Context: an optimization exercise on an open-source flow, tuned for small area, a short achievable clock period and few clock cycles per item. The choices shown serve that exercise and are no tape-out recipe.
RTL that was checked went through simulation tests only; none was proved equivalent to the original.
For run 2, only the layout was checked, not whether the RTL still works.
No activity file was given, so power comes from the tool's default toggle rates.

==> design.v <==
module execute_md #(
    parameter int unsigned MUL_STEP = 4
) (
    input  logic        clk,
    input  logic        rst,
    input  logic        valid_id_ex,
    input  logic        flush_id_ex,
    input  logic        mem_stall,
    input  logic [3:0]  alu_op_id_ex,
    input  logic        alu_sel_id_ex,
    input  logic [3:0]  md_op_id_ex,
    input  logic [31:0] imm_id_ex,
    input  logic [31:0] rs_data_id_ex,
    input  logic [31:0] rt_data_id_ex,
    input  logic        mem_en_id_ex,
    input  logic        rd_en_id_ex,
    input  logic        rd_data_sel_id_ex,
    input  logic [4:0]  rd_addr_id_ex,
    output logic        stall_ex_id,
    output logic        valid_ex_mem,
    output logic [31:0] alu_data_ex_mem,
    output logic [31:0] rt_data_ex_mem,
    output logic        rd_en_ex_mem,
    output logic        mem_en_ex_mem,
    output logic        rd_data_sel_ex_mem,
    output logic [4:0]  rd_addr_ex_mem,
    output logic        md_busy
);
    localparam int unsigned DIV_R = 2;               
    localparam int unsigned DIV_STEPS = 32 / DIV_R;
    logic w_mul, w_mul_s, w_div, w_div_s, w_mthi, w_mtlo, w_mfhi, w_mflo;
    logic w_rd_block, w_hilo_op, w_interlock, w_accept;
    logic r_busy;
    always_comb begin
        w_mul   = (md_op_id_ex == 4'd1) || (md_op_id_ex == 4'd2);
        w_mul_s = (md_op_id_ex == 4'd1);
        w_div   = (md_op_id_ex == 4'd8) || (md_op_id_ex == 4'd9);
        w_div_s = (md_op_id_ex == 4'd8);
        w_mfhi  = (md_op_id_ex == 4'd3);
        w_mflo  = (md_op_id_ex == 4'd4);
        w_mthi  = (md_op_id_ex == 4'd5);
        w_mtlo  = (md_op_id_ex == 4'd6);
        w_rd_block  = w_mul | w_div | w_mthi | w_mtlo;
        w_hilo_op   = w_rd_block | w_mfhi | w_mflo;
        w_interlock = valid_id_ex & ~flush_id_ex & w_hilo_op & r_busy;
        w_accept    = valid_id_ex & ~flush_id_ex & ~mem_stall & ~w_interlock;
        stall_ex_id = mem_stall | w_interlock;
    end
    logic [31:0] w_a, w_b, w_alu_res, w_sh_in, w_sh_out;
    logic [32:0] w_sum, w_sh_wide;
    logic [33:0] w_sum2;
    logic        w_sub, w_sll, w_fill, w_lt, w_ltu;
    function automatic logic [31:0] rev32(input logic [31:0] v);
        for (int i = 0; i < 32; i++) rev32[i] = v[31-i];
    endfunction
    always_comb begin
        w_a    = rs_data_id_ex;
        w_b    = alu_sel_id_ex ? imm_id_ex : rt_data_id_ex;
        w_sub  = (alu_op_id_ex == 4'd1) || (alu_op_id_ex == 4'd6) || (alu_op_id_ex == 4'd7);
        w_sum2 = {1'b0, w_a, 1'b1} + {1'b0, w_b ^ {32{w_sub}}, w_sub};
        w_sum  = w_sum2[33:1];
        w_ltu  = ~w_sum[32];
        w_lt   = (w_a[31] ^ w_b[31]) ? w_a[31] : w_sum[31];
        w_sll  = (alu_op_id_ex == 4'd8);
        w_fill = (alu_op_id_ex == 4'd10) & w_a[31];
        w_sh_in   = w_sll ? rev32(w_a) : w_a;
        w_sh_wide = $signed({w_fill, w_sh_in}) >>> w_b[4:0];
        w_sh_out  = w_sll ? rev32(w_sh_wide[31:0]) : w_sh_wide[31:0];
        case (alu_op_id_ex)
            4'd0, 4'd1:        w_alu_res = w_sum[31:0];
            4'd2:              w_alu_res = w_a & w_b;
            4'd3:              w_alu_res = w_a | w_b;
            4'd4:              w_alu_res = w_a ^ w_b;
            4'd5:              w_alu_res = ~(w_a | w_b);
            4'd6:              w_alu_res = {31'd0, w_lt};
            4'd7:              w_alu_res = {31'd0, w_ltu};
            4'd8, 4'd9, 4'd10: w_alu_res = w_sh_out;
            4'd11:             w_alu_res = {w_b[15:0], 16'd0};
            default:           w_alu_res = '0;
        endcase
    end
    logic [32:0] r_hi;       
    logic [31:0] r_lo;
    logic [32:0] r_op;       
    logic        r_cin;      
    logic [4:0]  r_cnt;      
    logic        r_div;      
    logic        r_setup;    
    logic        r_dzero;    
    logic [1:0]  r_align;    
    logic        r_ep;       
    logic        r_en;       
    logic        r_ylast;    
    logic        r_hi_neg;   
    logic        r_lo_neg;   
    function automatic logic [1:0] mag_class(input logic [31:0] v, input logic sgn);
        logic s, f8, f16;
        s   = sgn & v[31];
        f8  = (v[31:8]  == {24{s}});
        f16 = (v[31:16] == {16{s}});
        mag_class = f8 ? 2'd0 : (f16 ? 2'd1 : 2'd2);
    endfunction
    logic [1:0]  w_cls_rs, w_cls_rt, w_cls;
    logic        w_swap, w_ys, w_ytop;
    logic [31:0] w_mplier, w_mcand;
    always_comb begin
        w_cls_rs = mag_class(rs_data_id_ex, w_mul_s);
        w_cls_rt = mag_class(rt_data_id_ex, w_mul_s);
        w_swap   = (w_cls_rs < w_cls_rt);
        w_cls    = w_swap ? w_cls_rs : w_cls_rt;
        w_mplier = w_swap ? rs_data_id_ex : rt_data_id_ex;
        w_mcand  = w_swap ? rt_data_id_ex : rs_data_id_ex;
        w_ys     = w_mul_s & w_mplier[31];
        w_ytop   = (w_cls == 2'd0) ? w_mplier[7] : (w_cls == 2'd1) ? w_mplier[15] : w_mplier[31];
    end
    logic        w_n_neg, w_d_neg;
    logic [31:0] w_n_abs;
    always_comb begin
        w_n_neg = w_div_s & rs_data_id_ex[31];
        w_d_neg = w_div_s & rt_data_id_ex[31];
        w_n_abs = w_n_neg ? (~rs_data_id_ex + 32'd1) : rs_data_id_ex;
    end
    function automatic logic [34:0] booth_pp(input logic [32:0] x, input logic [2:0] y,
                                             output logic neg);
        logic one, two;
        one = y[1] ^ y[0];
        two = (y[2] & ~y[1] & ~y[0]) | (~y[2] & y[1] & y[0]);
        neg = y[2] & ~(y[1] & y[0]);
        booth_pp = (({35{one}} & {{2{x[32]}}, x}) | ({35{two}} & {x[32], x, 1'b0})) ^ {35{neg}};
    endfunction
    logic [34:0] w_pp0, w_pp1;
    logic        w_neg0, w_neg1, w_extra, w_last;
    logic [37:0] w_macc;
    logic [64:0] w_mul_p;
    logic [63:0] w_mul_fin;
    always_comb begin
        w_pp0   = booth_pp(r_op, {r_lo[1:0], r_ylast}, w_neg0);
        w_pp1   = booth_pp(r_op, r_lo[3:1], w_neg1);
        w_last  = (r_cnt == 5'd0);
        w_extra = (r_ep | r_en) & w_last;
        w_macc  = {{5{r_hi[32]}}, r_hi}
                + {{3{w_pp0[34]}}, w_pp0}
                + {w_pp1[34], w_pp1, 2'b00}
                + ({38{w_extra}} & {({34{r_en}} ^ {r_op[32], r_op}), 4'b0000})
                + {33'd0, r_en & w_last, 1'b0, w_neg1, 1'b0, w_neg0};
        w_mul_p = {w_macc[36:0], r_lo[31:4]};
        case (r_align)
            2'd1:    w_mul_fin = 64'($signed(w_mul_p) >>> 16);
            2'd2:    w_mul_fin = 64'($signed(w_mul_p) >>> 24);
            default: w_mul_fin = w_mul_p[63:0];
        endcase
    end
    function automatic logic [33:0] dsub(input logic [32:0] x, input logic [32:0] op,
                                         input logic cin);
        logic [34:0] t;
        t    = {1'b0, x, 1'b1} + {1'b1, op, cin};
        dsub = t[34:1];
    endfunction
    logic [33:0] w_t1, w_t2;
    logic        w_q1, w_q2;
    logic [31:0] w_r1, w_r2, w_div_hi, w_div_lo;
    always_comb begin
        w_t1 = dsub({r_hi[31:0], r_lo[31]}, r_op, r_cin);
        w_q1 = ~w_t1[33];
        w_r1 = w_q1 ? w_t1[31:0] : {r_hi[30:0], r_lo[31]};
        if (DIV_R == 2) begin
            w_t2 = dsub({w_r1, r_lo[30]}, r_op, r_cin);
            w_q2 = ~w_t2[33];
            w_r2 = w_q2 ? w_t2[31:0] : {w_r1[30:0], r_lo[30]};
            w_div_hi = w_r2;
            w_div_lo = {r_lo[29:0], w_q1, w_q2};
        end else begin
            w_t2 = '0;
            w_q2 = 1'b0;
            w_r2 = '0;
            w_div_hi = w_r1;
            w_div_lo = {r_lo[30:0], w_q1};
        end
    end
    logic        w_lt32, w_lt16;
    logic [33:0] w_c32, w_c16;
    always_comb begin
        w_c32  = dsub({1'b0, r_lo}, r_op, r_cin);
        w_c16  = dsub({17'd0, r_lo[31:16]}, r_op, r_cin);
        w_lt32 = w_c32[33];
        w_lt16 = w_c16[33];
    end
    always_ff @(posedge clk) begin
        if (rst) begin
            r_busy   <= 1'b0;
            r_hi     <= '0;
            r_lo     <= '0;
            r_hi_neg <= 1'b0;
            r_lo_neg <= 1'b0;
        end else if (r_busy) begin
            if (r_div) begin
                r_setup <= 1'b0;
                r_cnt   <= r_cnt - 5'd1;
                if (r_setup && (r_dzero || w_lt32)) begin
                    r_hi   <= {1'b0, r_lo};
                    r_lo   <= r_dzero ? 32'hFFFF_FFFF : 32'd0;
                    r_busy <= 1'b0;
                end else if (r_setup && w_lt16) begin
                    r_hi  <= {17'd0, r_lo[31:16]};
                    r_lo  <= {r_lo[15:0], 16'd0};
                    r_cnt <= 5'(16 / DIV_R - 1);
                end else begin
                    r_hi <= {1'b0, w_div_hi};
                    r_lo <= w_div_lo;
                    if (r_cnt == 5'd0) r_busy <= 1'b0;
                end
            end else begin
                r_cnt   <= r_cnt - 5'd1;
                r_ylast <= r_lo[3];
                if (w_last) begin
                    r_hi   <= {1'b0, w_mul_fin[63:32]};
                    r_lo   <= w_mul_fin[31:0];
                    r_busy <= 1'b0;
                end else begin
                    r_hi <= w_mul_p[64:32];
                    r_lo <= w_mul_p[31:0];
                end
            end
        end else if (w_accept & w_mul) begin
            r_busy   <= 1'b1;
            r_div    <= 1'b0;
            r_hi     <= '0;
            r_lo     <= w_mplier;
            r_op     <= {w_mul_s & w_mcand[31], w_mcand};
            r_ep     <= ~w_ys & w_ytop;
            r_en     <= w_ys & ~w_ytop;
            r_ylast  <= 1'b0;
            r_align  <= (w_cls == 2'd0) ? 2'd2 : (w_cls == 2'd1) ? 2'd1 : 2'd0;
            r_cnt    <= (w_cls == 2'd0) ? 5'd1 : (w_cls == 2'd1) ? 5'd3 : 5'd7;
            r_hi_neg <= 1'b0;
            r_lo_neg <= 1'b0;
        end else if (w_accept & w_div) begin
            r_busy   <= 1'b1;
            r_div    <= 1'b1;
            r_setup  <= 1'b1;
            r_hi     <= '0;
            r_lo     <= w_n_abs;
            r_op     <= {1'b1, w_d_neg ? rt_data_id_ex : ~rt_data_id_ex};
            r_cin    <= ~w_d_neg;
            r_dzero  <= (rt_data_id_ex == 32'd0);
            r_cnt    <= 5'(DIV_STEPS - 1);
            r_hi_neg <= w_n_neg;
            r_lo_neg <= (w_n_neg ^ w_d_neg) & (rt_data_id_ex != 32'd0);
        end else if (w_accept & w_mthi) begin
            r_hi     <= {1'b0, rs_data_id_ex};
            r_hi_neg <= 1'b0;
        end else if (w_accept & w_mtlo) begin
            r_lo     <= rs_data_id_ex;
            r_lo_neg <= 1'b0;
        end
    end
    logic [31:0] w_hl, w_hl_val;
    logic        w_hl_neg;
    always_comb begin
        w_hl     = w_mfhi ? r_hi[31:0] : r_lo;
        w_hl_neg = w_mfhi ? r_hi_neg : r_lo_neg;
        w_hl_val = (w_hl ^ {32{w_hl_neg}}) + {31'd0, w_hl_neg};
    end
    logic        r_valid, r_rd_en, r_mem_en, r_rd_sel;
    logic [31:0] r_alu_data, r_rt_data;
    logic [4:0]  r_rd_addr;
    always_ff @(posedge clk) begin
        if (rst) begin
            r_valid  <= 1'b0;
            r_rd_en  <= 1'b0;
            r_mem_en <= 1'b0;
        end else if (!mem_stall) begin
            r_valid  <= w_accept;
            r_rd_en  <= w_accept & rd_en_id_ex & ~w_rd_block;
            r_mem_en <= w_accept & mem_en_id_ex;
        end
    end
    always_ff @(posedge clk) begin
        if (!mem_stall) begin
            r_alu_data <= (w_mfhi | w_mflo) ? w_hl_val : w_alu_res;
            r_rt_data  <= rt_data_id_ex;
            r_rd_sel   <= rd_data_sel_id_ex;
            r_rd_addr  <= rd_addr_id_ex;
        end
    end
    assign valid_ex_mem       = r_valid;
    assign alu_data_ex_mem    = r_alu_data;
    assign rt_data_ex_mem     = r_rt_data;
    assign rd_en_ex_mem       = r_rd_en;
    assign mem_en_ex_mem      = r_mem_en;
    assign rd_data_sel_ex_mem = r_rd_sel;
    assign rd_addr_ex_mem     = r_rd_addr;
    assign md_busy            = r_busy;
endmodule
==> run.sh <==
#!/bin/bash
# synth_recipe.tcl (not shown) runs the flow's synth.tcl, then flattens the netlist and writes it again
# the make line also repeats each setting of config.mk as NAME=value (left out here)
make -C /OpenROAD-flow-scripts/flow DESIGN_CONFIG=/design/flow/config.mk WORK_HOME=/design/flow/orfs CLKGATE_MAP_FILE= SYNTH_SCRIPT=/design/flow/synth_recipe.tcl finish
==> config.mk <==
export PLATFORM = sky130hd
export DESIGN_NAME = execute_md
export DESIGN_NICKNAME = execute_md
export VERILOG_FILES = /design/flow/design.v
export SDC_FILE = /design/flow/constraint.sdc
export NUM_CORES = 4
export LEC_CHECK = 0
export CAP_MARGIN = 20
export CORE_MARGIN = 2
export CORE_UTILIZATION = 40
export SLEW_MARGIN = 20
==> constraint.sdc <==
create_clock -name core_clock -period 6.0 [get_ports {clk}]
set_input_delay 1.2000 -clock core_clock [delete_from_list [all_inputs] [get_ports {clk}]]
set_output_delay 1.2000 -clock core_clock [all_outputs]
set_load 0.01 [all_outputs]
==> impl_metrics.env, run 1 <==
export IMPL_syn_cell_area_um2=30300
export IMPL_ys_ff_latch=188
export IMPL_hp_class="reg -> reg"
export IMPL_synth_cells=3846
export IMPL_hold_viol=0
export IMPL_final_nets=4709
export IMPL_ys_warnings_count=1
export IMPL_async_reset_ff_frac=0
export IMPL_htreeDepth=4
export IMPL_grt_max_degree=71
export IMPL_numCtsBuffers=17
export IMPL_ioPinCount=193
export IMPL_drive_above_1_share=0.145
export IMPL_avgSynthCellArea_um2=7.87
export IMPL_drt_iter0_markers=4914
export IMPL_max_vdd_ir_drop_uv=201
export IMPL_routed_wl_um=165000
export IMPL_layout_setup_ws_ns=0.180
export IMPL_tightest_slew_ns=1.16
export IMPL_fin_skew_ns=0.0183
export IMPL_ys_types=101
export IMPL_dr_pass1_iters=10
export IMPL_fill_cells=7425
export IMPL_worstSkewPairLatency_ns=0.52
export IMPL_cts_tree="done"
export IMPL_fp_coreArea_um2=74700
export IMPL_max_freq_ghz=0.172
export IMPL_cap_violations=0
export IMPL_powerDensity_nw_per_um2=148
export IMPL_viasPerCell=6.66
export IMPL_relSlewSlack=0.202
export IMPL_cp_end_kind="flop"
export IMPL_setup_viol_count_final=0
export IMPL_wl_per_cell_um=31.6
export IMPL_antenna_found_initial=9
export IMPL_numPortBuffers=192
export IMPL_cp_max_fo=29
export IMPL_chipWidth_um=279
export IMPL_start_util=0.405
export IMPL_root_buffer="clkbuf_16"
export IMPL_fin_crit_sh=0.970
export IMPL_grt_pass1_vias=33200
export IMPL_clock_sinks=188
export IMPL_grtUsageTotal=0.412
export IMPL_cts_buffer_depth=2
export IMPL_postSynthNetCount=4325
export IMPL_whs_path_depth=2
export IMPL_clk_pin_slew_ns=0.09
export IMPL_dp_cells=5177
export IMPL_dp_hpwl_um=131000
export IMPL_dieHeight_um=279
export IMPL_ant_nets=0
export IMPL_worst_ep_arrival_time_ns=6.22
export IMPL_num_rows=100
export IMPL_drv_slew=0
export IMPL_pre_cts_ws_ns=-0.101
export IMPL_r2r_cells=20
export IMPL_grt_remaining_overflow=0
export IMPL_worstSetupPathType="reg -> reg"
export IMPL_status="no timing/DRC/antenna violations"
export IMPL_synth_edf_count=117
export IMPL_fin_cells=5215
export IMPL_rsz0062_at_grt="no"
export IMPL_ys_seq_area_frac=0.163
export IMPL_critPathLaunchType="flop"
export IMPL_grt_pass1_wl_um=234000
export IMPL_postCtsHoldBufs=0
export IMPL_ys_dominant_reg_cell="edfxtp_1"
export IMPL_required_ns=6.40
export IMPL_drc=0
export IMPL_min_period_ns=5.82
export IMPL_power_mw=5.40
export IMPL_p_leak_nw=15.1
export IMPL_fp_dieArea_um2=77900
export IMPL_num_vias=34700
export IMPL_routabilityCongestion=1.08
export IMPL_areaGrowthSynthToFinish_pct=20.9
-- where the power goes --
part           internal [mW]  switching [mW]
Sequential              1.44          0.0579
Combinational           1.00            1.68
Clock                  0.567           0.654
-- critical path, stage by stage (launching register included) --
cell,delay [ns]
edfxtp_1,0.41
ha_1,0.39
buf_8,0.21
a22oi_1,0.25
xor2_1,0.20
fa_1,0.45
fa_1,0.45
ha_1,0.33
ha_1,0.32
a21o_1,0.17
a21o_1,0.18
a21oi_1,0.32
o21ai_0,0.25
a21oi_1,0.25
o21ai_0,0.13
xnor2_1,0.16
buf_4,0.17
a221oi_1,0.41
buf_4,0.21
o22ai_1,0.10
or2_2,0.29
-- sequential cells by signal, summed over array words and instances, names as in the netlist, 2 cells and up --
signal      count
r_op           33
r_lo           32
r_hi           33
r_rt_data      32
r_rd_addr       5
r_align         2
r_cnt           5
r_alu_data     32
-- cell type report --
class	instances	area, µm²	share of cell area
diodes	3	7.51	0.000205
clock buffers	18	439	0.0120
clock inverters	14	149	0.00407
inverters	139	522	0.0143
multi-input cells	3255	24000	0.655
flip-flops and latches	188	4940	0.135
well taps	969	1210	0.0331
repair buffers	629	5350	0.146
-- cells in the final DEF (no fill, tap or decap), types with 17 or more instances in the layout --
master and instances:
buf_4 418, a21oi_1 368, nor2_1 354, nand2_1 337, ha_1 290, o21ai_0 228
clkdlybuf4s50_1 190, xnor2_1 182, mux2i_1 150, inv_1 133, xor2_1 120, edfxtp_1 117
a22oi_1 97, a21o_1 72, fa_1 71, dfxtp_1 69, nor3_1 66, nand3_1 62
a211oi_1 62, a221oi_1 55, nand4_1 51, o211ai_1 47, o221ai_1 43, o21a_1 41
a31oi_1 41, and3_1 28, mux4_2 25, o22ai_1 25, nand2b_1 24, nor2b_1 22
a221o_1 22, o21bai_1 20, or3_1 19, nor4_1 19, a311oi_1 19, or2_2 18
and2_1 18, clkbuf_16 17
-- synthesized netlist by cell type (all sizes together) (21+ instances only) --
master,n,area share
a211oi,67,0.017
o211ai,47,0.012
or2,21,0.0043
o22ai,27,0.0060
a31oi,43,0.0094
a221oi,57,0.016
nand4,51,0.011
xnor2,183,0.053
nor2,360,0.045
a21o,72,0.018
o21bai,21,0.0052
buf,68,0.011
edfxtp,117,0.12
nor2b,23,0.0048
nand2b,26,0.0054
nand2,338,0.042
o21a,41,0.010
and3,28,0.0058
o21ai,242,0.040
nand3,63,0.010
ha,290,0.12
a21oi,374,0.062
dfxtp,71,0.047
xor2,121,0.035
inv,137,0.017
nor3,72,0.013
a221o,22,0.0073
o221ai,43,0.012
fa,71,0.047
a22oi,97,0.024
clkbuf,196,0.024
mux2i,157,0.052
mux4,25,0.019
-- metal layers --
layer,up-vias,part of all wire,track usage
li1,15200,-,-
met1,16500,0.37,0.488
met2,2402,0.43,0.631
met3,690,0.12,0.125
met4,4,0.089,0.303
met5,-,0.00025,0
-- through the flow --
| step | cell area [µm²] | TNS [ns] | util | hold slack [ns] |
|---|---|---|---|---|
| finish | 36600 | 0 | 0.490 | 0.491 |
| global route | 36600 | 0 | 0.490 | 0.519 |
| global placement | 35800 | -0.0174 | 0.480 | 0.462 |
| detailed placement | 35800 | -0.101 | 0.480 | 0.474 |
| floorplan | 30300 | 0 | - | 0.487 |
| CTS | 36400 | 0 | 0.488 | 0.492 |
-- cell families (layout without fill, tap and decap cells) --
| family | count (synthesis) | count (layout) | synth area share |
|---|---|---|---|
| other | 0 | 3 | 0 |
| buffers and inverters | 403 | 800 | 0.0527 |
| muxes | 199 | 199 | 0.0775 |
| xor gates and xnor gates | 304 | 304 | 0.0880 |
| AOI/OAI and AO/OA | 1304 | 1304 | 0.285 |
| adders and majority gates | 361 | 361 | 0.167 |
| DFF | 188 | 188 | 0.163 |
| and+or+nand+nor | 1087 | 1087 | 0.167 |
-- worst paths after layout --
| kind | from | endpoint | slack [ns] |
|---|---|---|---|
| setup reg to reg | r_ylast | r_hi[1] | 0.18 |
| hold reg to reg | r_rd_en | r_rd_en | 0.49 |
| hold / removal | r_rd_en | r_rd_en | 0.49 |
| setup / recovery | r_ylast | r_hi[1] | 0.18 |
-- timing repair --
action,CTS,global route
pin swaps,0,2
buffers inserted,0,2
resized for setup,3,36
endpoints found under the setup margin,1,38
hold endpoints to repair,0,0
Testbench counts, summed over its fixed seeds: cycles 26,383, instrs 18,000.
==> run 2: changes to the inputs <==
--- a/design.v
+++ b/design.v
@@ -80,5 +80,5 @@
         endcase
     end
-    logic [32:0] r_hi;       
+    logic [33:0] r_hi;       
     logic [31:0] r_lo;
     logic [32:0] r_op;       
@@ -89,7 +89,10 @@
     logic        r_dzero;    
     logic [1:0]  r_align;    
+    logic [1:0]  r_sh;       
     logic        r_ep;       
     logic        r_en;       
-    logic        r_ylast;    
+    logic        r_xp;       
+    logic        r_xn;       
+    logic [5:0]  r_bsel;     
     logic        r_hi_neg;   
     logic        r_lo_neg;   
@@ -121,33 +124,28 @@
         w_n_abs = w_n_neg ? (~rs_data_id_ex + 32'd1) : rs_data_id_ex;
     end
-    function automatic logic [34:0] booth_pp(input logic [32:0] x, input logic [2:0] y,
-                                             output logic neg);
-        logic one, two;
-        one = y[1] ^ y[0];
-        two = (y[2] & ~y[1] & ~y[0]) | (~y[2] & y[1] & y[0]);
-        neg = y[2] & ~(y[1] & y[0]);
-        booth_pp = (({35{one}} & {{2{x[32]}}, x}) | ({35{two}} & {x[32], x, 1'b0})) ^ {35{neg}};
+    function automatic logic [2:0] booth_enc(input logic [2:0] y);
+        booth_enc[0] = y[1] ^ y[0];
+        booth_enc[1] = (y[2] & ~y[1] & ~y[0]) | (~y[2] & y[1] & y[0]);
+        booth_enc[2] = y[2] & ~(y[1] & y[0]);
+    endfunction
+    function automatic logic [34:0] booth_pp(input logic [32:0] x, input logic [2:0] e);
+        booth_pp = (({35{e[0]}} & {{2{x[32]}}, x}) | ({35{e[1]}} & {x[32], x, 1'b0})) ^ {35{e[2]}};
     endfunction
     logic [34:0] w_pp0, w_pp1;
-    logic        w_neg0, w_neg1, w_extra, w_last;
     logic [37:0] w_macc;
     logic [64:0] w_mul_p;
     logic [63:0] w_mul_fin;
     always_comb begin
-        w_pp0   = booth_pp(r_op, {r_lo[1:0], r_ylast}, w_neg0);
-        w_pp1   = booth_pp(r_op, r_lo[3:1], w_neg1);
-        w_last  = (r_cnt == 5'd0);
-        w_extra = (r_ep | r_en) & w_last;
-        w_macc  = {{5{r_hi[32]}}, r_hi}
+        w_pp0   = booth_pp(r_op, r_bsel[2:0]);
+        w_pp1   = booth_pp(r_op, r_bsel[5:3]);
+        w_macc  = {{4{r_hi[33]}}, r_hi}
                 + {{3{w_pp0[34]}}, w_pp0}
                 + {w_pp1[34], w_pp1, 2'b00}
-                + ({38{w_extra}} & {({34{r_en}} ^ {r_op[32], r_op}), 4'b0000})
-                + {33'd0, r_en & w_last, 1'b0, w_neg1, 1'b0, w_neg0};
+                + ({38{r_xp | r_xn}} & {({34{r_xn}} ^ {r_op[32], r_op}), 4'b0000})
+                + {33'd0, r_xn, 1'b0, r_bsel[5], 1'b0, r_bsel[2]};
         w_mul_p = {w_macc[36:0], r_lo[31:4]};
-        case (r_align)
-            2'd1:    w_mul_fin = 64'($signed(w_mul_p) >>> 16);
-            2'd2:    w_mul_fin = 64'($signed(w_mul_p) >>> 24);
-            default: w_mul_fin = w_mul_p[63:0];
-        endcase
+        w_mul_fin = ({64{r_sh == 2'd0}} & w_mul_p[63:0])
+                  | ({64{r_sh == 2'd1}} & 64'($signed(w_mul_p) >>> 16))
+                  | ({64{r_sh == 2'd2}} & 64'($signed(w_mul_p) >>> 24));
     end
     function automatic logic [33:0] dsub(input logic [32:0] x, input logic [32:0] op,
@@ -186,9 +184,45 @@
         w_lt16 = w_c16[33];
     end
+    logic        w_dfin, w_dskip, w_sel_m, w_sel_d, w_sel_o;
+    logic [33:0] w_hi_o, w_hi_d;
+    logic [31:0] w_lo_o, w_lo_d;
+    always_comb begin
+        w_dfin  = r_setup & (r_dzero | w_lt32);
+        w_dskip = r_setup & ~w_dfin & w_lt16;
+        w_sel_m = ~rst & r_busy & ~r_div;
+        w_sel_d = ~rst & r_busy & r_div & ~w_dfin & ~w_dskip;
+        w_sel_o = ~rst & ~w_sel_m & ~w_sel_d;
+        if (r_busy) begin
+            w_hi_o = w_dfin ? {2'b00, r_lo} : {18'd0, r_lo[31:16]};
+            w_lo_o = w_dfin ? (r_dzero ? 32'hFFFF_FFFF : 32'd0) : {r_lo[15:0], 16'd0};
+        end else begin
+            w_hi_o = r_hi;
+            w_lo_o = r_lo;
+            if (w_accept & w_mul) begin
+                w_hi_o = '0;
+                w_lo_o = w_mplier;
+            end else if (w_accept & w_div) begin
+                w_hi_o = '0;
+                w_lo_o = w_n_abs;
+            end else if (w_accept & w_mthi) begin
+                w_hi_o = {2'b00, rs_data_id_ex};
+            end else if (w_accept & w_mtlo) begin
+                w_lo_o = rs_data_id_ex;
+            end
+        end
+        w_hi_d = ({34{w_sel_m}} & {w_macc[37:36], w_mul_fin[63:32]})
+               | ({34{w_sel_d}} & {2'b00, w_div_hi})
+               | ({34{w_sel_o}} & w_hi_o);
+        w_lo_d = ({32{w_sel_m}} & w_mul_fin[31:0])
+               | ({32{w_sel_d}} & w_div_lo)
+               | ({32{w_sel_o}} & w_lo_o);
+    end
+    always_ff @(posedge clk) begin
+        r_hi <= w_hi_d;
+        r_lo <= w_lo_d;
+    end
     always_ff @(posedge clk) begin
         if (rst) begin
             r_busy   <= 1'b0;
-            r_hi     <= '0;
-            r_lo     <= '0;
             r_hi_neg <= 1'b0;
             r_lo_neg <= 1'b0;
@@ -197,38 +231,29 @@
                 r_setup <= 1'b0;
                 r_cnt   <= r_cnt - 5'd1;
-                if (r_setup && (r_dzero || w_lt32)) begin
-                    r_hi   <= {1'b0, r_lo};
-                    r_lo   <= r_dzero ? 32'hFFFF_FFFF : 32'd0;
+                if (w_dfin) begin
                     r_busy <= 1'b0;
-                end else if (r_setup && w_lt16) begin
-                    r_hi  <= {17'd0, r_lo[31:16]};
-                    r_lo  <= {r_lo[15:0], 16'd0};
+                end else if (w_dskip) begin
                     r_cnt <= 5'(16 / DIV_R - 1);
-                end else begin
-                    r_hi <= {1'b0, w_div_hi};
-                    r_lo <= w_div_lo;
-                    if (r_cnt == 5'd0) r_busy <= 1'b0;
-                end
-            end else begin
-                r_cnt   <= r_cnt - 5'd1;
-                r_ylast <= r_lo[3];
-                if (w_last) begin
-                    r_hi   <= {1'b0, w_mul_fin[63:32]};
-                    r_lo   <= w_mul_fin[31:0];
+                end else if (r_cnt == 5'd0) begin
                     r_busy <= 1'b0;
-                end else begin
-                    r_hi <= w_mul_p[64:32];
-                    r_lo <= w_mul_p[31:0];
                 end
+            end else begin
+                r_cnt  <= r_cnt - 5'd1;
+                r_bsel <= {booth_enc(r_lo[7:5]), booth_enc(r_lo[5:3])};
+                r_sh   <= (r_cnt == 5'd1) ? r_align : 2'd0;
+                r_xp   <= r_ep & (r_cnt == 5'd1);
+                r_xn   <= r_en & (r_cnt == 5'd1);
+                if (r_cnt == 5'd0) r_busy <= 1'b0;
             end
         end else if (w_accept & w_mul) begin
             r_busy   <= 1'b1;
             r_div    <= 1'b0;
-            r_hi     <= '0;
-            r_lo     <= w_mplier;
             r_op     <= {w_mul_s & w_mcand[31], w_mcand};
             r_ep     <= ~w_ys & w_ytop;
             r_en     <= w_ys & ~w_ytop;
-            r_ylast  <= 1'b0;
+            r_bsel   <= {booth_enc(w_mplier[3:1]), booth_enc({w_mplier[1:0], 1'b0})};
+            r_sh     <= 2'd0;
+            r_xp     <= 1'b0;
+            r_xn     <= 1'b0;
             r_align  <= (w_cls == 2'd0) ? 2'd2 : (w_cls == 2'd1) ? 2'd1 : 2'd0;
             r_cnt    <= (w_cls == 2'd0) ? 5'd1 : (w_cls == 2'd1) ? 5'd3 : 5'd7;
@@ -239,6 +264,4 @@
             r_div    <= 1'b1;
             r_setup  <= 1'b1;
-            r_hi     <= '0;
-            r_lo     <= w_n_abs;
             r_op     <= {1'b1, w_d_neg ? rt_data_id_ex : ~rt_data_id_ex};
             r_cin    <= ~w_d_neg;
@@ -248,8 +271,6 @@
             r_lo_neg <= (w_n_neg ^ w_d_neg) & (rt_data_id_ex != 32'd0);
         end else if (w_accept & w_mthi) begin
-            r_hi     <= {1'b0, rs_data_id_ex};
             r_hi_neg <= 1'b0;
         end else if (w_accept & w_mtlo) begin
-            r_lo     <= rs_data_id_ex;
             r_lo_neg <= 1'b0;
         end
--- a/config.mk
+++ b/config.mk
@@ -9,3 +9,4 @@
 export CORE_MARGIN = 2
 export CORE_UTILIZATION = 40
+export GPL_TIMING_DRIVEN = 0
 export SLEW_MARGIN = 20
==> impl_metrics.env, run 2 <==
export IMPL_fill_cells=7379
export IMPL_dr_pass1_iters=7
export IMPL_worstSkewPairLatency_ns=0.52
export IMPL_chipWidth_um=279
export IMPL_p_leak_nw=14.7
export IMPL_ys_ff_latch=198
export IMPL_drive_above_1_share=0.106
export IMPL_synth_edf_count=126
export IMPL_check_failures="setup timing"
export IMPL_setup_tns_ns=-0.0909
export IMPL_antenna_found_initial=12
export IMPL_grtUsageTotal=0.433
export IMPL_relSlewSlack=0.122
export IMPL_fp_dieArea_um2=77800
export IMPL_grt_pass1_vias=32100
export IMPL_layout_setup_ws_ns=-0.0279
export IMPL_synth_cells=3790
export IMPL_worstSetupPathType="in -> reg"
export IMPL_largest_reg_flops=34
export IMPL_synth_area_leaders="edfxtp_1, ha_1, mux2i_1"
export IMPL_min_period_ns=6.03
export IMPL_hp_class="reg -> reg"
export IMPL_dp_hpwl_um=129000
export IMPL_async_reset_ff_frac=0
export IMPL_ys_dominant_reg_cell="edfxtp_1"
export IMPL_power_mw=5.68
export IMPL_tightest_slew_ns=1.30
export IMPL_postCtsHoldBufs=0
export IMPL_ioPinCount=193
export IMPL_finalHoldWorstSlack_ns=0.494
export IMPL_synthMostInstantiatedCell="nand2_1"
export IMPL_synth_largest_area_cell="edfxtp_1"
export IMPL_powerDensity_nw_per_um2=157
export IMPL_crit_start="rs_data_id_ex[16]"
export IMPL_routabilityCongestion=1.12
export IMPL_start_util=0.405
export IMPL_hold_viol=0
export IMPL_grtUsageMet1=0.496
export IMPL_syn_cell_area_um2=30200
export IMPL_drv_slew=0
export IMPL_num_rows=100
export IMPL_routed_wl_um=174000
export IMPL_rsz0062_at_grt="yes"
export IMPL_num_vias=34600
export IMPL_ant_nets=0
export IMPL_use_met3=0.145
export IMPL_final_common_cell="nand2_1"
export IMPL_final_nets=4604
export IMPL_viasPerCell=6.77
export IMPL_clk_pin_slew_ns=0.08
export IMPL_dieHeight_um=279
export IMPL_ys_seq_area_frac=0.173
export IMPL_top_register="r_hi"
export IMPL_setup_viol_count_final=5
export IMPL_drc=0
export IMPL_clock_sinks=198
export IMPL_grt_max_degree=51
export IMPL_multiInputGateArea_um2=24100
export IMPL_critPathLaunchType="input pin"
export IMPL_cp_end_kind="flop"
export IMPL_max_freq_ghz=0.166
export IMPL_finalInstanceArea_um2=36100
export IMPL_required_ns=6.37
export IMPL_numCtsBuffers=17
export IMPL_wl_per_cell_um=34.0
export IMPL_final_seq_area_um2=5270
export IMPL_htreeDepth=4
export IMPL_r2r_start="r_hi[8]"
export IMPL_grt_pass1_wl_um=240000
export IMPL_critical_path_max_stage_delay_ns=0.66
export IMPL_root_buffer="clkbuf_16"
export IMPL_cts_tree="done"
export IMPL_place_area_um2=33400
export IMPL_postSynthNetCount=4272
export IMPL_areaGrowthSynthToFinish_pct=19.4
export IMPL_crit_path_top_delay_cell="clkdlybuf4s50_1"
export IMPL_grtUsageMet2=0.646
export IMPL_ys_warnings_count=1
export IMPL_grt_remaining_overflow=0
export IMPL_drt_iter0_markers=4960
export IMPL_synth_top_area_share=0.125
export IMPL_cts_buffer_depth=2
export IMPL_grt_busiest_layer="met2"
export IMPL_fp_coreArea_um2=74700
export IMPL_final_cell_mix="nand2_1, a21oi_1, nor2_1"
export IMPL_ys_top_cells_by_count="nand2_1, a21oi_1, nor2_1"
export IMPL_avgSynthCellArea_um2=7.98
export IMPL_cap_violations=0
export IMPL_holdCritStartpoint="r_hi[32]"
export IMPL_fin_crit_sh=1.00
export IMPL_fin_skew_ns=0.0195
export IMPL_cp_max_fo=10
export IMPL_numPortBuffers=188
export IMPL_max_vdd_ir_drop_uv=167
export IMPL_reg_top3="r_hi: 34 flops, r_op: 33 flops"
export IMPL_status="complete, but fails checks"
export IMPL_utilization=0.483
export IMPL_ys_types=102
export IMPL_path_cells="clkdlybuf4s50_1 > clkbuf_1 > inv_1 > nand3_1 > or3_1 > nor3_1 > a31oi_1 > ha_1 > a21oi_4 > buf_6 > mux2i_1 > a221oi_1 > a21oi_2 > nand2_1"
export IMPL_worst_ep_arrival_time_ns=6.40
==> run 2: changes by cell type in the layout (fill, tap and decap cells not counted), sizes merged, moves of 18 or more <==
cell and change:
buf -242, clkbuf +188, mux2i +77, nor2 -53, xor2 -52, o21ai +50, a21oi -49, a221o +32
a211oi -25, o21a -24, a21o +22, nand4 -18
==> run 2: layout make-up <==
cell class / instances / share of cell area
tap: 969 / 0.0336
buffer: 252 / 0.0323
antenna: 7 / 0.000485
inverter: 157 / 0.0164
sequential: 198 / 0.146
clock inverter: 15 / 0.00530
timing repair buffer: 322 / 0.0861
multi-input combinational: 3174 / 0.668
clock buffer: 17 / 0.0118
==> run 2: path summary, 6_finish.rpt <==
check	endpoint	slack [ns]	cells past startpoint
worst max register to register	r_hi[11]	-0.03	22
worst max-delay path	r_lo[0]	-0.03	14
worst min-delay path	r_hi[32]	0.49	2
worst min register to register	r_hi[32]	0.49	2
==> run 2: power by group <==
part	switching [mW]	internal (mW)
clock	0.694	0.572
combinational	1.78	0.994
sequential	0.112	1.53
==> run 2: layer usage <==
layer | routed length [µm] | part of all wire | up-vias
li1 | - | - | 14800
met1 | 61200 | 0.35 | 16300
met2 | 72000 | 0.41 | 2649
met3 | 21000 | 0.12 | 858
met4 | 19300 | 0.11 | 10
met5 | 57 | 0.00033 | -
==> run 2: cells by family (layout without fill, tap and decap cells) <==
logic type,Yosys count,in the layout,synth area share
AOI/OAI and AO/OA,1269,1269,0.277
and+or+nand+nor,1008,1008,0.156
other,0,7,0
adders and majority gates,364,364,0.168
muxes,265,265,0.0927
xor gates and xnor gates,268,268,0.0776
DFF,198,198,0.173
buffers and inverters,418,763,0.0554
==> run 2: per-stage QoR <==
| stage | cells | setup WS [ns] |
|---|---|---|
| finish | 5111 | -0.0279 |
| global route | 5105 | -0.316 |
| CTS | 5061 | -0.00816 |
| detailed placement | 4951 | -1.59 |
| global placement | 4947 | -2.03 |
| floorplan | 3790 | 0.0548 |
==> run 2: repair_timing <==
action / in CTS / in global routing
resized for setup: 122 / 122
gates cloned: 0 / 1
setup buffers: 85 / 44
endpoints found under the setup margin: 62 / 48
pin swaps: 13 / 50
==> run 2: worst max-delay path: cells and delay by family <==
kind | cells | cell delay, ns
AOI/OAI and AO/OA | 4 | 1.65
buffers and inverters | 4 | 1.93
muxes | 1 | 0.53
and+or+nand+nor | 4 | 0.72
adders and majority gates | 1 | 0.35
==> run 3: changes to the inputs <==
--- a/design.v
+++ b/design.v
@@ -117,4 +117,10 @@
         w_ytop   = (w_cls == 2'd0) ? w_mplier[7] : (w_cls == 2'd1) ? w_mplier[15] : w_mplier[31];
     end
+    function automatic logic [31:0] neg_if(input logic [31:0] x, input logic neg);
+        logic [31:0] below;
+        below[0] = 1'b0;
+        for (int i = 1; i < 32; i++) below[i] = below[i-1] | x[i-1];
+        neg_if = x ^ ({32{neg}} & below);
+    endfunction
     logic        w_n_neg, w_d_neg;
     logic [31:0] w_n_abs;
@@ -122,5 +128,5 @@
         w_n_neg = w_div_s & rs_data_id_ex[31];
         w_d_neg = w_div_s & rt_data_id_ex[31];
-        w_n_abs = w_n_neg ? (~rs_data_id_ex + 32'd1) : rs_data_id_ex;
+        w_n_abs = neg_if(rs_data_id_ex, w_n_neg);
     end
     function automatic logic [2:0] booth_enc(input logic [2:0] y);
@@ -281,5 +287,5 @@
         w_hl     = w_mfhi ? r_hi[31:0] : r_lo;
         w_hl_neg = w_mfhi ? r_hi_neg : r_lo_neg;
-        w_hl_val = (w_hl ^ {32{w_hl_neg}}) + {31'd0, w_hl_neg};
+        w_hl_val = neg_if(w_hl, w_hl_neg);
     end
     logic        r_valid, r_rd_en, r_mem_en, r_rd_sel;
--- a/config.mk
+++ b/config.mk
@@ -10,3 +10,4 @@
 export CORE_UTILIZATION = 40
 export GPL_TIMING_DRIVEN = 0
+export SETUP_SLACK_MARGIN = 0.7
 export SLEW_MARGIN = 20
==> impl_metrics.env, run 3 <==
export IMPL_cp_num_buf_inv=2
export IMPL_fin_skew_ns=0.0209
export IMPL_fp_coreArea_um2=74400
export IMPL_grtUsageMet1=0.515
export IMPL_synth_top_area_share=0.126
export IMPL_cts_tree="done"
export IMPL_drv_slew=0
export IMPL_antenna_found_initial=3
export IMPL_top_register="r_hi"
export IMPL_root_buffer="clkbuf_16"
export IMPL_r2r_start="r_op[15]"
export IMPL_viasPerCell=6.86
export IMPL_critPathLaunchType="flop"
export IMPL_clk_pin_slew_ns=0.09
export IMPL_cap_violations=0
export IMPL_reg_top3="r_hi: 34 flops, r_op: 33 flops"
export IMPL_avgSynthCellArea_um2=8.18
export IMPL_dp_hpwl_um=134000
export IMPL_critPathTopFamily="compound AO/OA/AOI/OAI gates"
export IMPL_ioPinCount=193
export IMPL_status="no timing/DRC/antenna violations"
export IMPL_reg2reg_setup_slack_ns=0.43
export IMPL_tightest_slew_ns=1.26
export IMPL_hold_viol=0
export IMPL_areaGrowthSynthToFinish_pct=24.2
export IMPL_utilization=0.502
export IMPL_drt_iter0_markers=4769
export IMPL_drive_above_1_share=0.164
export IMPL_worstSetupPathType="reg -> reg"
export IMPL_rsz0062_at_grt="yes"
export IMPL_crit_path_top_delay_cell="edfxtp_1"
export IMPL_whs_endpoint="r_hi[32]"
export IMPL_ys_seq_area_frac=0.174
export IMPL_holdCritStartpoint="r_hi[32]"
export IMPL_routed_wl_um=179000
export IMPL_cts_buffer_depth=2
export IMPL_largest_reg_flops=34
export IMPL_critical_path_max_stage_delay_ns=0.57
export IMPL_worstSkewPairLatency_ns=0.52
export IMPL_grtUsageMet2=0.681
export IMPL_synth_edf_count=126
export IMPL_p_leak_nw=14.8
export IMPL_min_period_ns=5.57
export IMPL_antenna_cells=0
export IMPL_grt_remaining_overflow=0
export IMPL_numPortBuffers=190
export IMPL_synth_area_leaders="edfxtp_1, ha_1, mux2i_1"
export IMPL_final_cell_mix="nand2_1, a21oi_1, o21ai_0"
export IMPL_dr_pass1_iters=8
export IMPL_powerDensity_nw_per_um2=156
export IMPL_chipWidth_um=278
export IMPL_ys_ff_latch=198
export IMPL_timing_rr_end="r_hi[26]"
export IMPL_num_vias=34500
export IMPL_ys_types=109
export IMPL_postCtsHoldBufs=0
export IMPL_hp_class="reg -> reg"
export IMPL_place_area_um2=33400
export IMPL_grt_pass1_vias=32700
export IMPL_path_cells="ha_2 > a21o_1 > a21o_1 > a21o_1 > a221o_1 > a21oi_4 > a2111oi_4 > or3_4 > buf_8 > buf_12 > mux2_4 > ha_4 > o21a_4 > a2111oi_4 > o31ai_4 > o311ai_4 > a21oi_2 > or3_4 > a311oi_2 > nor2_1 > a22oi_2 > nand3_1"
export IMPL_fp_dieArea_um2=77400
export IMPL_numCtsBuffers=17
export IMPL_syn_cell_area_um2=30100
export IMPL_grt_busiest_layer="met2"
export IMPL_clock_sinks=198
export IMPL_drc=0
export IMPL_use_met3=0.113
export IMPL_async_reset_ff_frac=0
export IMPL_wl_per_cell_um=35.5
export IMPL_num_rows=100
export IMPL_max_freq_ghz=0.179
export IMPL_postSynthNetCount=4160
export IMPL_max_vdd_ir_drop_uv=163
export IMPL_finalHoldWorstSlack_ns=0.492
export IMPL_synth_largest_area_cell="edfxtp_1"
export IMPL_synth_cells=3680
export IMPL_fin_crit_sh=0.929
export IMPL_htreeDepth=4
export IMPL_worst_ep_arrival_time_ns=5.99
export IMPL_grt_max_degree=51
export IMPL_final_common_cell="nand2_1"
export IMPL_grt_pass1_wl_um=247000
export IMPL_relSlewSlack=0.159
export IMPL_whs_path_depth=1
export IMPL_r2r_cells=22
export IMPL_cp_common_cell="a21o_1"
export IMPL_setup_viol_count_final=0
export IMPL_finalInstanceArea_um2=37400
export IMPL_ys_dominant_reg_cell="edfxtp_1"
export IMPL_synthMostInstantiatedCell="nand2_1"
export IMPL_grtUsageTotal=0.447
export IMPL_required_ns=6.41
export IMPL_ys_top_cells_by_count="nand2_1, ha_1, a21oi_1"
export IMPL_ys_warnings_count=1
export IMPL_routabilityCongestion=1.09
export IMPL_dieHeight_um=278
export IMPL_start_util=0.404
export IMPL_cp_max_fo=5
export IMPL_ant_nets=0
export IMPL_final_nets=4530
export IMPL_cp_end_kind="flop"
## run 3: cell families (layout without fill, tap and decap cells)
family	count (synthesis)	after routing	synth area share
xor gates and xnor gates	240	240	0.0699
adders and majority gates	363	363	0.169
muxes	253	253	0.0999
buffers and inverters	391	774	0.0519
AOI/OAI and AO/OA	1270	1270	0.282
DFF	198	198	0.174
and+or+nand+nor	965	965	0.153
## run 3: worst max path at each step
stage               startpoint              to  slack (ns)  cells after the start
6_report              r_op[15]        r_hi[26]        0.43                     22
5_1_grt                r_op[4]        r_hi[31]        0.34                     25
4_1_cts               r_op[15]        r_hi[26]        0.58                     22
3_5_place_dp   alu_op_id_ex[1]  r_alu_data[22]       -1.26                     16
3_3_place_gp         mem_stall        r_op[25]       -1.62                      7
2_1_floorplan         r_op[16]        r_hi[26]        0.70                     22
## run 3: power breakdown
group | internal [mW] | total, mW | switching [mW]
Clock | 0.597 | 1.28 | 0.686
Combinational | 1.08 | 2.95 | 1.86
Sequential | 1.52 | 1.60 | 0.0808
## run 3: what timing repair did
item                                    in CTS  in global routing
gates cloned                                 2                  1
endpoints found under the setup margin     126                 89
gates resized for setup                    274                215
pin swaps                                   73                 69
buffers inserted                           108                 47
## run 3: cell type report
type                            instances  area [µm²]
Sequential cell                       198        5270
Buffer                                250        1290
Clock buffer                           17         425
Timing Repair Buffer                  351        3400
Fill cell                            7177       37100
Clock inverter                         15         179
Inverter                              141         542
Tap cell                              969        1210
Multi-Input combinational cell       3091       25100
## run 3: metal layers
layer	share of wire	wire length, µm
met2	0.43	76000
met1	0.36	63800
met3	0.10	18300
met4	0.12	20600
met5	0.00021	37
## run 3: metrics by stage
stage               setup TNS, ns  instances  setup WS (ns)  total power [mW]
floorplan                       0       3680          0.702              3.06
global placement          -173.51       4839          -1.62              4.14
detailed placement         -57.54       4842          -1.26              4.13
CTS                             0       4984          0.585              5.57
global route                    0       5032          0.342              5.97
finish                          0       5032          0.428              5.83
Testbench counts of run 3, summed over its fixed seeds: cycles 26,383, instrs 18,000.
==> run 4: changes to the inputs <==
--- a/config.mk
+++ b/config.mk
@@ -9,5 +9,4 @@
 export CORE_MARGIN = 2
 export CORE_UTILIZATION = 40
-export GPL_TIMING_DRIVEN = 0
-export SETUP_SLACK_MARGIN = 0.7
+export SETUP_SLACK_MARGIN = 1.5
 export SLEW_MARGIN = 20
==> impl_metrics.env, run 4 <==
export IMPL_max_freq_ghz=0.186
export IMPL_grt_pass1_vias=32000
export IMPL_status="no timing/DRC/antenna violations"
export IMPL_routabilityCongestion=1.04
export IMPL_pre_cts_ws_ns=0.225
export IMPL_hp_class="reg -> reg"
export IMPL_ys_ff_latch=198
export IMPL_num_vias=33900
export IMPL_min_period_ns=5.38
export IMPL_cap_violations=0
export IMPL_synth_edf_count=126
export IMPL_powerDensity_nw_per_um2=152
export IMPL_avgSynthCellArea_um2=8.18
export IMPL_relSlewSlack=0.417
export IMPL_fin_skew_ns=0.0200
export IMPL_synth_cells=3680
export IMPL_antenna_found_initial=10
export IMPL_routed_wl_um=153000
export IMPL_num_rows=100
export IMPL_start_util=0.404
export IMPL_grt_busiest_layer="met2"
export IMPL_final_nets=4548
export IMPL_critPathLaunchType="flop"
export IMPL_dr_pass1_iters=9
export IMPL_drc=0
export IMPL_layout_setup_ws_ns=0.616
export IMPL_async_reset_ff_frac=0
export IMPL_ys_warnings_count=1
export IMPL_final_common_cell="buf_4"
export IMPL_final_cell_mix="buf_4, nand2_1, a21oi_1"
export IMPL_drive_above_1_share=0.220
export IMPL_use_met3=0.0874
export IMPL_drt_iter0_markers=4479
export IMPL_cp_max_fo=7
export IMPL_ys_top_cells_by_count="nand2_1, ha_1, a21oi_1"
export IMPL_synth_top_area_share=0.126
export IMPL_cts_buffer_depth=2
export IMPL_ys_dominant_reg_cell="edfxtp_1"
export IMPL_max_vdd_ir_drop_uv=248
export IMPL_fp_dieArea_um2=77400
export IMPL_worstSetupPathType="reg -> reg"
export IMPL_grt_remaining_overflow=0
export IMPL_viasPerCell=6.71
export IMPL_grtUsageTotal=0.387
export IMPL_grt_pass1_wl_um=221000
export IMPL_fin_crit_sh=0.897
export IMPL_grtUsageMet2=0.582
export IMPL_clk_pin_slew_ns=0.09
export IMPL_setup_viol_count_final=0
export IMPL_wl_per_cell_um=30.3
export IMPL_dp_hpwl_um=117000
export IMPL_cp_end_kind="flop"
export IMPL_htreeDepth=4
export IMPL_setup_tns_ns=0
export IMPL_areaGrowthSynthToFinish_pct=29.4
export IMPL_cts_tree="done"
export IMPL_dp_cells=4877
export IMPL_required_ns=6.39
export IMPL_numCtsBuffers=17
export IMPL_worstSkewPairLatency_ns=0.53
export IMPL_grt_max_degree=56
export IMPL_postSynthNetCount=4160
export IMPL_clock_sinks=198
export IMPL_rsz0062_at_grt="yes"
export IMPL_synth_area_leaders="edfxtp_1, ha_1, mux2i_1"
export IMPL_grtUsageMet1=0.485
export IMPL_ys_types=109
export IMPL_largest_reg_flops=34
export IMPL_hold_viol=0
export IMPL_chipWidth_um=278
export IMPL_fp_coreArea_um2=74400
export IMPL_top_register="r_hi"
export IMPL_postCtsHoldBufs=0
export IMPL_drv_slew=0
export IMPL_worst_ep_arrival_time_ns=5.78
export IMPL_synthMostInstantiatedCell="nand2_1"
export IMPL_numPortBuffers=192
export IMPL_ant_nets=0
export IMPL_root_buffer="clkbuf_16"
export IMPL_dieHeight_um=278
export IMPL_synth_largest_area_cell="edfxtp_1"
export IMPL_tightest_slew_ns=0.874
export IMPL_syn_cell_area_um2=30100
export IMPL_fin_cells=5057
export IMPL_ys_seq_area_frac=0.174
export IMPL_p_leak_nw=15.5
export IMPL_reg_top3="r_hi: 34 flops, r_op: 33 flops"
export IMPL_ioPinCount=193
-- run 4: repair_timing --
| action | CTS | global route |
|---|---|---|
| endpoints found under the setup margin | 136 | 135 |
| hold endpoints to repair | 0 | 0 |
| pin swaps | 157 | 105 |
| gates cloned | 6 | 1 |
| gates resized for setup | 309 | 127 |
| setup buffers | 100 | 34 |
-- run 4: logic make-up after synthesis --
kind of cell | after synthesis | share of synthesized area
AO/OA/AOI/OAI | 1270 | 0.282
AND/OR/NAND/NOR | 965 | 0.153
buffers and inverters | 391 | 0.0519
adder cells (fa/ha/maj) | 363 | 0.169
multiplexers | 253 | 0.0999
XOR/XNOR | 240 | 0.0699
flip-flops | 198 | 0.174
-- run 4: cell type report --
type,count,area [µm²]
timing repair buffer,619,5650
fill,6993,35500
tap,969,1210
sequential,198,5230
inverter,141,544
antenna,7,17.5
clock buffer,21,440
clock inverter,11,110
multi-input combinational,3091,25700
-- run 4: per-layer routing --
metal  wire length [µm]  up-vias  part of all wire
met1              57700    16200              0.38
met2              64800     2356              0.42
li1                   -    14700                 -
met4              14000        6             0.091
met5                 40        -           0.00026
met3              16800      659              0.11
-- run 4: path summary, 6_finish.rpt --
path         startpoint  endpoint  slack [ns]  depth (start not counted)
max reg2reg    r_op[10]   r_hi[3]        0.62                         22
min reg2reg    r_hi[32]  r_hi[32]        0.46                          1
min            r_hi[32]  r_hi[32]        0.46                          1
max            r_op[10]   r_hi[3]        0.62                         22
-- run 4: through the flow --
stage | power [mW] | hold slack, ns | utilization | instance area [µm²]
finish | 5.93 | 0.463 | 0.523 | 38900
global route | 6.11 | 0.509 | 0.523 | 38900
CTS | 5.72 | 0.464 | 0.511 | 38000
detailed placement | 4.24 | 0.447 | 0.469 | 34900
global placement | 4.24 | 0.437 | 0.469 | 34900
floorplan | 3.10 | 0.427 | - | 30700
-- run 4: power breakdown --
part           switching (mW)  internal (mW)
logic                    1.85           1.27
registers              0.0745           1.52
clock network           0.671          0.549
total                    2.59           3.34
-- run 4: critical path: stages, from the launching register on --
cell and delay, ns:
edfxtp_1 0.45, ha_4 0.31, nand4_1 0.17, nor2_2 0.21
nand3_2 0.15, nand3_2 0.14, a21oi_4 0.07, a2111oi_4 0.50
or3_4 0.26, buf_6 0.11, buf_6 0.11, buf_16 0.14
mux2_2 0.37, ha_2 0.38, nand4_1 0.13, nor2_2 0.15
nand4_1 0.16, a21oi_4 0.20, nor4_4 0.08, o21bai_4 0.32
buf_6 0.19, mux2_4 0.31, a221o_1 0.34
==> run 5: changes to the inputs <==
--- a/config.mk
+++ b/config.mk
@@ -9,4 +9,4 @@
 export CORE_MARGIN = 2
 export CORE_UTILIZATION = 40
-export SETUP_SLACK_MARGIN = 1.5
+export SETUP_SLACK_MARGIN = 1.0
 export SLEW_MARGIN = 20
==> impl_metrics.env, run 5 <==
export IMPL_tightest_slew_ns=1.14
export IMPL_wl_per_cell_um=30.7
export IMPL_whs_path_depth=1
export IMPL_antenna_found_initial=7
export IMPL_fin_skew_ns=0.0221
export IMPL_hp_class="reg -> reg"
export IMPL_cap_violations=0
export IMPL_timing_rr_end="r_hi[24]"
export IMPL_path_cells="buf_6 > fa_2 > a211oi_4 > o21ai_2 > nand3_4 > nand3_4 > a21oi_4 > a2111oi_4 > nor3_4 > mux2_4 > ha_4 > a211o_1 > a2111oi_4 > o31ai_4 > o311ai_2 > buf_4 > a21oi_4 > or3_4 > buf_4 > a31oi_4 > xnor2_1 > a221o_1"
export IMPL_final_cell_mix="buf_4, nand2_1, a21oi_1"
export IMPL_critical_path_max_stage_delay_ns=0.46
export IMPL_required_ns=6.40
export IMPL_hold_viol=0
export IMPL_final_nets=4539
export IMPL_top_register="r_hi"
export IMPL_p_leak_nw=15.4
export IMPL_drc=0
export IMPL_synth_edf_count=126
export IMPL_drv_slew=0
export IMPL_ys_warnings_count=1
export IMPL_cp_max_fo=5
export IMPL_critPathLaunchType="flop"
export IMPL_worst_ep_arrival_time_ns=5.74
export IMPL_num_vias=33500
export IMPL_dr_pass1_iters=7
export IMPL_final_common_cell="buf_4"
export IMPL_rsz0062_at_grt="yes"
export IMPL_synth_largest_area_cell="edfxtp_1"
export IMPL_chipWidth_um=278
export IMPL_start_util=0.404
export IMPL_setup_tns_ns=0
export IMPL_synthMostInstantiatedCell="nand2_1"
export IMPL_r2r_cells=22
export IMPL_worstSetupPathType="reg -> reg"
export IMPL_worstSkewPairLatency_ns=0.53
export IMPL_whs_endpoint="r_hi[32]"
export IMPL_grt_pass1_wl_um=220000
export IMPL_syn_cell_area_um2=30100
export IMPL_status="no timing/DRC/antenna violations"
export IMPL_clock_sinks=198
export IMPL_multiInputGateArea_um2=25600
export IMPL_dieHeight_um=278
export IMPL_finalHoldWorstSlack_ns=0.466
export IMPL_avgSynthCellArea_um2=8.18
export IMPL_routabilityCongestion=1.04
export IMPL_ioPinCount=193
export IMPL_ant_nets=0
export IMPL_reg_top3="r_hi: 34 flops, r_op: 33 flops"
export IMPL_setup_viol_count_final=0
export IMPL_r2r_start="r_op[0]"
export IMPL_ys_seq_area_frac=0.174
export IMPL_num_rows=100
export IMPL_largest_reg_flops=34
export IMPL_root_buffer="clkbuf_16"
export IMPL_areaGrowthSynthToFinish_pct=28.1
export IMPL_max_vdd_ir_drop_uv=227
export IMPL_viasPerCell=6.63
export IMPL_cp_num_buf_inv=3
export IMPL_relSlewSlack=0.229
export IMPL_max_freq_ghz=0.188
export IMPL_fill_cells=7032
export IMPL_grt_remaining_overflow=0
export IMPL_ys_ff_latch=198
export IMPL_numCtsBuffers=17
export IMPL_ys_top_cells_by_count="nand2_1, ha_1, a21oi_1"
export IMPL_postCtsHoldBufs=0
export IMPL_grt_max_degree=51
export IMPL_async_reset_ff_frac=0
export IMPL_critPathTopFamily="compound AO/OA/AOI/OAI gates"
export IMPL_synth_area_leaders="edfxtp_1, ha_1, mux2i_1"
export IMPL_routed_wl_um=155000
export IMPL_synth_top_area_share=0.126
export IMPL_powerDensity_nw_per_um2=154
export IMPL_cts_tree="done"
export IMPL_cp_end_kind="flop"
export IMPL_grtUsageTotal=0.387
export IMPL_postSynthNetCount=4160
export IMPL_synth_cells=3680
export IMPL_drive_above_1_share=0.209
export IMPL_fp_coreArea_um2=74400
export IMPL_clk_pin_slew_ns=0.09
export IMPL_cts_buffer_depth=2
export IMPL_htreeDepth=4
export IMPL_final_seq_area_um2=5230
export IMPL_ys_types=109
export IMPL_crit_path_top_delay_cell="a2111oi_4"
export IMPL_drt_iter0_markers=3872
export IMPL_holdCritStartpoint="r_hi[32]"
export IMPL_ys_dominant_reg_cell="edfxtp_1"
export IMPL_reg2reg_setup_slack_ns=0.67
export IMPL_numPortBuffers=192
export IMPL_fp_dieArea_um2=77400
export IMPL_dp_hpwl_um=119000
export IMPL_min_period_ns=5.33
export IMPL_grt_pass1_vias=32000
export IMPL_fin_crit_sh=0.889
-- run 5: cell counts after synthesis --
No cell type changed its count.
-- run 5: cells by family (layout without fill, tap and decap cells) --
kind of cell | after synthesis | after routing | share of synthesized area
AO/OA/AOI/OAI | 1270 | 1270 | 0.282
AND/OR/NAND/NOR | 965 | 965 | 0.153
buffers and inverters | 391 | 783 | 0.0519
XOR/XNOR | 240 | 240 | 0.0699
multiplexers | 253 | 253 | 0.0999
adder cells (fa/ha/maj) | 363 | 363 | 0.169
other | 0 | 4 | 0
flip-flops | 198 | 198 | 0.174
-- run 5: cell type report --
cell class | instances | area share
Multi-Input combinational cell | 3091 | 0.664
Timing Repair Buffer | 610 | 0.140
Sequential cell | 198 | 0.136
Tap cell | 969 | 0.0315
Inverter | 141 | 0.0139
Clock buffer | 17 | 0.0110
Clock inverter | 15 | 0.00451
Antenna cell | 4 | 0.000260
-- run 5: worst max path at each step --
stage / startpoint / slack (ns) / to / cells past startpoint
3_5_place_dp: r_op[12] / 0.07 / r_hi[15] / 23
5_1_grt: r_op[0] / 0.60 / r_hi[26] / 23
2_1_floorplan: r_op[16] / 0.87 / r_hi[26] / 22
3_3_place_gp: r_op[11] / 0.17 / r_hi[15] / 23
4_1_cts: r_op[16] / 0.68 / r_hi[30] / 22
6_report: r_op[0] / 0.67 / r_hi[24] / 22
-- run 5: metrics by stage --
| stage | utilization | setup slack (ns) | cell area [µm²] | power [mW] | cells |
|---|---|---|---|---|---|
| 2_1_floorplan | - | 0.870 | 30400 | 3.07 | 3680 |
| 3_3_place_gp | 0.469 | 0.175 | 34900 | 4.22 | 4892 |
| 3_5_place_dp | 0.469 | 0.0695 | 34900 | 4.22 | 4892 |
| 4_1_cts | 0.501 | 0.680 | 37300 | 5.64 | 4995 |
| 5_1_grt | 0.517 | 0.596 | 38500 | 6.12 | 5042 |
| 6_report | 0.518 | 0.667 | 38500 | 5.94 | 5045 |
-- run 5: timing repair --
action                     in CTS  in global routing
resized for setup             234                167
gates cloned                    3                  0
setup buffers                  68                 46
pin swaps                     107                 91
setup endpoints to repair      59                 65
-- run 5: power breakdown --
part / internal (mW) / switching (mW) / leakage, nW
clock: 0.565 / 0.695 / 0.295
combinational: 1.24 / 1.86 / 13.4
sequential: 1.52 / 0.0682 / 1.79
total: 3.32 / 2.62 / 15.4
-- run 5: layer usage --
metal | vias up | GRT usage | part of all wire
li1 | 14700 | - | -
met1 | 16100 | 0.471 | 0.38
met2 | 2051 | 0.594 | 0.43
met3 | 589 | 0.0844 | 0.097
met4 | 8 | 0.300 | 0.092
met5 | - | 0 | 0.00030
-- run 5: worst reg2reg max path: stages, from the launching register on --
cell and delay [ns]:
edfxtp_1 0.41, buf_6 0.15, fa_2 0.40, a211oi_4 0.29, o21ai_2 0.13, nand3_4 0.12
nand3_4 0.11, a21oi_4 0.17, a2111oi_4 0.11, nor3_4 0.30, mux2_4 0.39, ha_4 0.19
a211o_1 0.30, a2111oi_4 0.46, o31ai_4 0.13, o311ai_2 0.23, buf_4 0.19, a21oi_4 0.06
or3_4 0.41, buf_4 0.16, a31oi_4 0.12, xnor2_1 0.08, a221o_1 0.30

==> port drivers added, routing unchanged <==
In the flow no input, the clock included, has a driving cell. The finished layouts below were timed again as built, in two steps. Step 1 sets driving cells, clkbuf_16 on the clock port and buf_2 on the other inputs (assumed; they add their load-dependent delay and slew). Step 2 also shifts input and output timing later by t, the mid clock arrival at the registers, as if the neighbouring blocks saw the same clock. Slacks: ideal / step 1 / step 2; pairs: ideal / step 1.
run	shift t [ns]	setup slack, ns	slew at the worst register clock pin (ns)	worst slew at a driven data input, ns
run 1	0.571	0.180 / 0.180 / 0.059	0.09 / 0.09	0.12
run 2	0.577	-0.028 / -0.026 / -0.566	0.10 / 0.10	0.10
run 3	0.575	0.428 / 0.428 / 0.100	0.09 / 0.09	0.05
run 4	0.573	0.616 / 0.616 / 0.616	0.10 / 0.10	0.09
run 5	0.589	0.667 / 0.667 / 0.428	0.10 / 0.10	0.12
For run 2, which loses most, drivers alone change the setup slack by +0.002 ns; drivers and shift together by -0.538 ns.
